Context: an optimization exercise on an open-source flow, tuned for small area. The choices shown serve that exercise and are no tape-out recipe. In this exercise RTL edits were held to simulation tests only and were not proved equivalent to the original. No activity file was given, so power comes from the tool's default toggle rates.

### design.v
package nono_pkg;
    typedef enum logic [2:0] {
        end_board   = 3'b000,
        end_line    = 3'b001,
        or_commit   = 3'b010,
        and_assign  = 3'b101,
        start_line  = 3'b110,
        start_board = 3'b111
    } msg_flag_e;
    localparam int VAR_IDX_BITS = 4;
    localparam int OPT_BITS     = 2 ** VAR_IDX_BITS;  
    localparam int DIM_BITS     = 5;
    localparam int LINE_BITS    = 5;
    localparam int CNT_BITS     = 7;   
    typedef struct packed {
        logic [1:0]          spare_hi;
        logic [DIM_BITS-1:0] dim;       
        logic                spare_lo;
    } dim_payload_t;
    typedef struct packed {
        logic [2:0]              spare;
        logic [VAR_IDX_BITS-1:0] var_idx;  
        logic                    value;    
    } assign_payload_t;
    typedef union packed {
        dim_payload_t    dim;
        assign_payload_t asg;
    } payload_u;
    typedef struct packed {
        msg_flag_e flag;
        payload_u  payload;
    } token_t;
    typedef struct packed {
        logic [LINE_BITS-1:0] line;
        logic [OPT_BITS-1:0]  bits;
    } option_rec_t;
endpackage
module token_decoder (
    input  logic             clk,
    input  logic             rst,
    input  logic [7:0]       byte_in,
    input  logic             byte_valid,
    output nono_pkg::token_t tok,
    output logic             tok_valid
);
    logic       phase;     
    logic [2:0] flag_buf;  
    always_ff @(posedge clk) begin
        if (rst) begin
            phase     <= 1'b0;
            tok_valid <= 1'b0;
        end else begin
            tok_valid <= 1'b0;
            if (byte_valid) begin
                phase <= ~phase;
                if (phase) begin
                    tok_valid <= 1'b1;
                end
            end
        end
    end
    always_ff @(posedge clk) begin
        if (byte_valid) begin
            if (!phase) begin
                flag_buf <= byte_in[7:5];
            end else begin
                tok.flag    <= nono_pkg::msg_flag_e'(flag_buf);
                tok.payload <= byte_in;  
            end
        end
    end
endmodule
module option_builder #(
    parameter int MAX_LINES = 22
) (
    input  logic                          clk,
    input  logic                          rst,
    input  nono_pkg::token_t              tok,
    input  logic                          tok_valid,
    output nono_pkg::option_rec_t         rec,
    output logic                          rec_valid,
    output logic                          line_open,
    output logic                          board_start,
    output logic                          board_done,
    output logic [nono_pkg::DIM_BITS-1:0] n,
    output logic [nono_pkg::DIM_BITS-1:0] m
);
    localparam logic [nono_pkg::LINE_BITS-1:0] LAST_LINE = nono_pkg::LINE_BITS'(MAX_LINES - 1);
    logic                 dim_sel;   
    logic [nono_pkg::LINE_BITS-1:0] line_idx;
    logic [nono_pkg::OPT_BITS-1:0]  cur_opt;   
    always_ff @(posedge clk) begin
        if (rst) begin
            dim_sel     <= 1'b0;
            line_idx    <= '0;
            cur_opt     <= '0;
            n           <= '0;
            m           <= '0;
            rec_valid   <= 1'b0;
            line_open   <= 1'b0;
            board_start <= 1'b0;
            board_done  <= 1'b0;
        end else begin
            rec_valid   <= 1'b0;
            line_open   <= 1'b0;
            board_start <= 1'b0;
            board_done  <= 1'b0;
            if (tok_valid) begin
                case (tok.flag)
                    nono_pkg::start_board: begin
                        dim_sel <= ~dim_sel;
                        if (!dim_sel) begin
                            n           <= tok.payload.dim.dim;
                            line_idx    <= '0;
                            cur_opt     <= '0;
                            board_start <= 1'b1;  
                        end else begin
                            m <= tok.payload.dim.dim;
                        end
                    end
                    nono_pkg::start_line: begin
                        line_open <= 1'b1;
                        cur_opt   <= '0;
                    end
                    nono_pkg::and_assign: begin
                        cur_opt[tok.payload.asg.var_idx] <= tok.payload.asg.value;
                    end
                    nono_pkg::or_commit: begin
                        rec_valid <= 1'b1;
                        cur_opt   <= '0;
                    end
                    nono_pkg::end_line: begin
                        rec_valid <= 1'b1;
                        cur_opt   <= '0;
                        if (line_idx != LAST_LINE) begin
                            line_idx <= line_idx + 1'b1;  
                        end
                    end
                    nono_pkg::end_board: begin
                        board_done <= 1'b1;
                    end
                    default: ;  
                endcase
            end
        end
    end
    always_ff @(posedge clk) begin
        if (tok_valid) begin
            case (tok.flag)
                nono_pkg::start_line: begin
                    rec.line <= line_idx;
                end
                nono_pkg::or_commit, nono_pkg::end_line: begin
                    rec.line <= line_idx;
                    rec.bits <= cur_opt;
                end
                default: ;
            endcase
        end
    end
endmodule
module option_store #(
    parameter  int MAX_LINES   = 22,
    parameter  int STORE_DEPTH = 64,
    localparam int ADDR_BITS   = $clog2(STORE_DEPTH)
) (
    input  logic                                          clk,
    input  logic                                          rst,
    input  nono_pkg::option_rec_t                         rec,
    input  logic                                          rec_valid,
    input  logic                                          line_open,
    input  logic                                          board_start,
    input  logic [ADDR_BITS-1:0]                          rd_addr,
    output nono_pkg::option_rec_t                         rd_data,
    input  logic [nono_pkg::LINE_BITS-1:0]                rd_line,
    output logic [ADDR_BITS-1:0]                          line_base_addr,
    output logic [MAX_LINES-1:0][nono_pkg::CNT_BITS-1:0]  options_per_line,
    output logic                                          opt_valid,
    output nono_pkg::option_rec_t                         opt_rec
);
    logic [nono_pkg::LINE_BITS+nono_pkg::OPT_BITS-1:0] mem [STORE_DEPTH];  
    logic [ADDR_BITS-1:0] line_base [MAX_LINES];  
    logic [ADDR_BITS:0]   wr_ptr;                 
    logic                 full;
    logic                 wr_en;
    assign full  = (wr_ptr == (ADDR_BITS + 1)'(STORE_DEPTH));
    assign wr_en = rec_valid && !full;  
    assign opt_valid = wr_en;
    assign opt_rec   = rec;
    assign line_base_addr = (rd_line < MAX_LINES) ? line_base[rd_line] : '0;
    always_ff @(posedge clk) begin
        if (rst) begin
            wr_ptr           <= '0;
            options_per_line <= '0;
        end else if (board_start) begin
            wr_ptr           <= '0;
            options_per_line <= '0;
        end else begin
            if (line_open) begin
                options_per_line[rec.line] <= '0;
            end
            if (wr_en) begin
                wr_ptr <= wr_ptr + 1'b1;
                if (options_per_line[rec.line] != '1) begin
                    options_per_line[rec.line] <= options_per_line[rec.line] + 1'b1;
                end
            end
        end
    end
    always_ff @(posedge clk) begin
        if (wr_en) begin
            mem[wr_ptr[ADDR_BITS-1:0]] <= rec;
        end
        if (line_open) begin
            line_base[rec.line] <= wr_ptr[ADDR_BITS-1:0];
        end
    end
    always_ff @(posedge clk) begin
        rd_data <= mem[rd_addr];
    end
endmodule
module board_parser_top #(
    parameter  int MAX_LINES   = 22,
    parameter  int STORE_DEPTH = 64,
    localparam int ADDR_BITS   = $clog2(STORE_DEPTH)
) (
    input  logic                                          clk,
    input  logic                                          rst,
    input  logic [7:0]                                    byte_in,
    input  logic                                          byte_valid,
    output logic                                          board_done,
    output logic [nono_pkg::DIM_BITS-1:0]                 n,
    output logic [nono_pkg::DIM_BITS-1:0]                 m,
    output logic                                          opt_valid,
    output nono_pkg::option_rec_t                         opt_rec,
    output logic [MAX_LINES-1:0][nono_pkg::CNT_BITS-1:0]  options_per_line,
    input  logic [ADDR_BITS-1:0]                          rd_addr,
    output nono_pkg::option_rec_t                         rd_data,
    input  logic [nono_pkg::LINE_BITS-1:0]                rd_line,
    output logic [ADDR_BITS-1:0]                          line_base_addr
);
    nono_pkg::token_t      tok;
    logic        tok_valid;
    nono_pkg::option_rec_t rec;
    logic        rec_valid;
    logic        line_open;
    logic        board_start;
    token_decoder token_decoder_inst (
        .clk        (clk),
        .rst        (rst),
        .byte_in    (byte_in),
        .byte_valid (byte_valid),
        .tok        (tok),
        .tok_valid  (tok_valid)
    );
    option_builder #(
        .MAX_LINES (MAX_LINES)
    ) option_builder_inst (
        .clk         (clk),
        .rst         (rst),
        .tok         (tok),
        .tok_valid   (tok_valid),
        .rec         (rec),
        .rec_valid   (rec_valid),
        .line_open   (line_open),
        .board_start (board_start),
        .board_done  (board_done),
        .n           (n),
        .m           (m)
    );
    option_store #(
        .MAX_LINES   (MAX_LINES),
        .STORE_DEPTH (STORE_DEPTH)
    ) option_store_inst (
        .clk              (clk),
        .rst              (rst),
        .rec              (rec),
        .rec_valid        (rec_valid),
        .line_open        (line_open),
        .board_start      (board_start),
        .rd_addr          (rd_addr),
        .rd_data          (rd_data),
        .rd_line          (rd_line),
        .line_base_addr   (line_base_addr),
        .options_per_line (options_per_line),
        .opt_valid        (opt_valid),
        .opt_rec          (opt_rec)
    );
endmodule
### run.sh
#!/bin/bash
# synth_recipe.tcl (not shown) runs the flow's synth.tcl, then flattens the netlist and writes it again
# the make line also repeats each setting of config.mk as NAME=value (left out here)
make -C /OpenROAD-flow-scripts/flow DESIGN_CONFIG=/design/flow/config.mk WORK_HOME=/design/flow/orfs CLKGATE_MAP_FILE= SYNTH_SCRIPT=/design/flow/synth_recipe.tcl finish
### config.mk
export PLATFORM = sky130hd
export DESIGN_NAME = board_parser_top
export DESIGN_NICKNAME = board_parser_top
export VERILOG_FILES = /design/flow/design.v
export SDC_FILE = /design/flow/constraint.sdc
export NUM_CORES = 4
export LEC_CHECK = 0
export CAP_MARGIN = 20
export CORE_MARGIN = 2
export CORE_UTILIZATION = 40
export SLEW_MARGIN = 20
### constraint.sdc
create_clock -name core_clock -period 5.0 [get_ports {clk}]
set_input_delay 1.0000 -clock core_clock [delete_from_list [all_inputs] [get_ports {clk}]]
set_output_delay 1.0000 -clock core_clock [all_outputs]
set_load 0.01 [all_outputs]
==> impl_metrics.yaml <==
detailed_routing:
  drtIter0Drc: 4125
  wl_per_cell_um: 30.7
  drc_errors: 0
  wl_um: 189000
  dr_total_vias: 35900
  via_per_inst: 5.84
  drtAntennaViolNets: 0
  drt_pre_antenna_iters: 5
global_route:
  grt_max_degree: 66
  grt_pass1_vias: 35800
  grt_pass1_wl_um: 268000
  antenna_found_initial: 13
  grt_usage_pct: 21.8
  overflow: 0
sta:
  slew_headroom_pct: 28.0
  tightestPinTransition_ps: 1080
  fin_setup_tns_ps: 0
  drv_slew: 0
  layout_setup_ws_ps: 532
  period_minus_slack_ps: 4470
  rsz0062_at_grt: "no"
  fin_skew_ps: 55.5
  period_share_pct: 89.4
  hold_viol_final: 0
  fmax_mhz: 224
  setup_viol: 0
  whs_ps: 418
synth:
  syn_nets: 3433
  synth-edff-count: 1509
  synthFlopType: "edfxtp_1"
  seq_area_frac_synth_pct: 73.8
  syn_area_per_cell_um2: 19.8
  synthArstFlopShare_pct: 0
  synth_seq_cells: 1729
  yosysUniqueCellTypes: 78
  synthCells: 3398
  synthesis.area_mm2: 0.0673
  yosysWarnings: 3
worst_setup_path:
  worstSetupPathType: "input pin to output pin"
  arrival_ps: 3470
  crit_path_max_fanout: 12
  startpoint_type: "input pin"
  cp_data_required_time_ps: 4000
  end_kind: "output pin"
  ff2ff_path_depth: 11
finish:
  seq_area_mm2: 0.0497
  fin_nets: 3826
  final_cell_area_mm2: 0.0790
  drive_above_1_share_pct: 25.5
  fillers: 13800
  multiInputGateArea_mm2: 0.0168
  syn_to_final_growth_pct: 17.3
floorplan:
  io_pins: 236
  die_area_mm2: 0.172
  dieHeight_um: 414
  rows: 150
  fp.dieW_um: 414
  initial_utilization_pct: 40.3
  core_area_mm2: 0.167
cts:
  cts.sinks: 1729
  post_cts_resized: 0
  path_clk_slew_ps: 50
  cts_buffer_depth: 3
  tritoncts: "done"
  post_cts_buffers: 0
  numCtsBuffers: 176
  h-tree-depth: 4
  root_buffer: "clkbuf_16"
  clock_latency_ps: 820
  hold_buffers: 0
pwr:
  swShare_pct: 21.4
  p_leak_uw: 0.0246
  ir_worst_vdd_v: 0.000382
  power_density_mw_per_mm2: 373
  p_seq_share_pct: 52.8
  pwr-share-clk_pct: 43.3
  p_int_uw: 23200
  p_switching_uw: 6300
  p_comb_share_pct: 3.9
job:
  drv_cap: 0
placed_design:
  placed_area_mm2: 0.0733
  dp_hpwl_um: 116000
  numPortBuffers: 235
  place_congestion: 0.931
  post-place-ws_ps: 502
worst_hold_path:
  holdPathStages: 0
  hp-class: "flop to flop"
outcome:
  outcome: "timing/DRC/antenna clean"
cell families after synthesis:
group	Yosys count	share of synthesized area, %
compound gates	415	4.04
flops	1729	73.8
buf+inv	232	1.46
simple gates	422	3.03
fa+ha+maj	13	0.242
xor+xnor	18	0.245
mux	569	17.1
flip-flops by register name (all words and copies together), names as in the netlist, 3 cells and up:
signal / flops
option_builder_inst.cur_opt: 16
option_builder_inst.line_idx: 5
option_builder_inst.m: 5
option_builder_inst.n: 5
option_builder_inst.rec: 21
option_store_inst.line_base: 132
option_store_inst.mem: 1344
option_store_inst.options_per_line: 154
option_store_inst.rd_data: 21
option_store_inst.wr_ptr: 7
token_decoder_inst.flag_buf: 3
token_decoder_inst.tok: 9
through the flow:
step,std cells,total power (uW),util (%)
after floorplan,3398,16500,-
after global routing,6142,30300,47.2
after detailed placement,5817,17000,43.9
final,6146,29500,47.2
after global placement,5817,17000,43.9
after CTS,6142,29700,47.2
placed cells by master (no fill, tap or decap), types with 21 or more instances in the layout:
| cell type | n |
|---|---|
| a21oi_1 | 119 |
| a22o_1 | 21 |
| buf_4 | 160 |
| clkbuf_1 | 52 |
| clkbuf_16 | 178 |
| clkdlybuf4s50_1 | 229 |
| clkinv_1 | 37 |
| clkinv_2 | 22 |
| dfxtp_1 | 220 |
| edfxtp_1 | 1509 |
| inv_1 | 34 |
| mux2i_1 | 88 |
| mux4_2 | 465 |
| nand2_1 | 104 |
| nand3_1 | 50 |
| nor2_1 | 90 |
| nor2_2 | 63 |
| nor3_1 | 21 |
| o21ai_0 | 91 |
| o22ai_1 | 48 |
layer usage:
layer	share of wire [%]	wire length [um]	track usage (%)	vias to the layer above
met1	41	76400	30.2	19000
li1	-	-	-	14800
met5	0.014	27	0	-
met3	8.7	16400	4.48	338
met4	3.5	6540	7.58	4
met2	47	89100	34.4	1751
cell type report:
type                    instances  share of cell area, %
flip-flops and latches       1729                   63.0
multi-input cells            1437                   21.3
clock buffers                 236                   5.99
repair buffers                413                   4.97
well taps                    2204                   3.49
clock inverters                89                   1.13
inverters                      34                  0.162
diodes                          4                 0.0127
critical path, stage by stage:
cell and delay (ps):
clkdlybuf4s50_1 600, nor2b_1 230, buf_4 180, a221oi_1 430
o21a_1 200, a221oi_1 50, o22ai_1 210, clkdlybuf4s50_1 570
power by group through the flow:
stage               sequential [uW]  clock, uW  combinational (uW)
floorplan                     15900          0                 681
global placement              15900          0                1150
detailed placement            15900          0                1160
CTS                           15600      13000                1160
global route                  15500      13600                1200
finish                        15600      12800                1150
synthesized netlist by cell type (all sizes together) (20+ instances only):
cell type  count  share of area (%)
a21oi        125               0.96
a22o          21               0.27
a32o          20               0.30
buf           81               0.62
clkbuf       117               0.65
dfxtp        220                6.5
edfxtp      1509                 67
inv           34               0.19
mux2i         88                1.3
mux4         465                 16
nand2        104               0.58
nand3         52               0.40
nor2         154               0.86
nor3          23               0.18
o21ai        106               0.82
o22ai         48               0.45
final timing paths:
| kind | from | to | slack (ps) |
|---|---|---|---|
| min | token_decoder_inst.flag_buf[2]$_DFFE_PP_ | token_decoder_inst.tok[10]$_DFFE_PP_ | 420 |
| max | rd_line[2] | line_base_addr[0] | 530 |
| min reg2reg | token_decoder_inst.flag_buf[2]$_DFFE_PP_ | token_decoder_inst.tok[10]$_DFFE_PP_ | 420 |
| max reg2reg | option_builder_inst.rec[17]$_DFFE_PP_ | option_store_inst.options_per_line[13]$_SDFF_PP0_ | 640 |

[what the ideal ports hide]
No port has a modelled driver above. Below, the same layout with a new extraction and two added sets of constraints. Step 1 assumes that a clkbuf_16 drives the clock port and a buf_2 every other input. Step 2 also shifts input and output timing later by t, the mid clock arrival at the registers, as if the neighbouring blocks saw the same clock. Three values: ideal, step 1, step 2; two values: the first two.
t (ns): 0.883
slack for setup (ns): 0.532 / 0.510 / 0.510
worst hold slack (ns): 0.418 / 0.418 / 0.418
worst setup path at the end: input to output
After both steps setup and hold are still met in this run. The setup slack of this run moves by -0.022 ns with the drivers and by -0.022 ns with both steps.
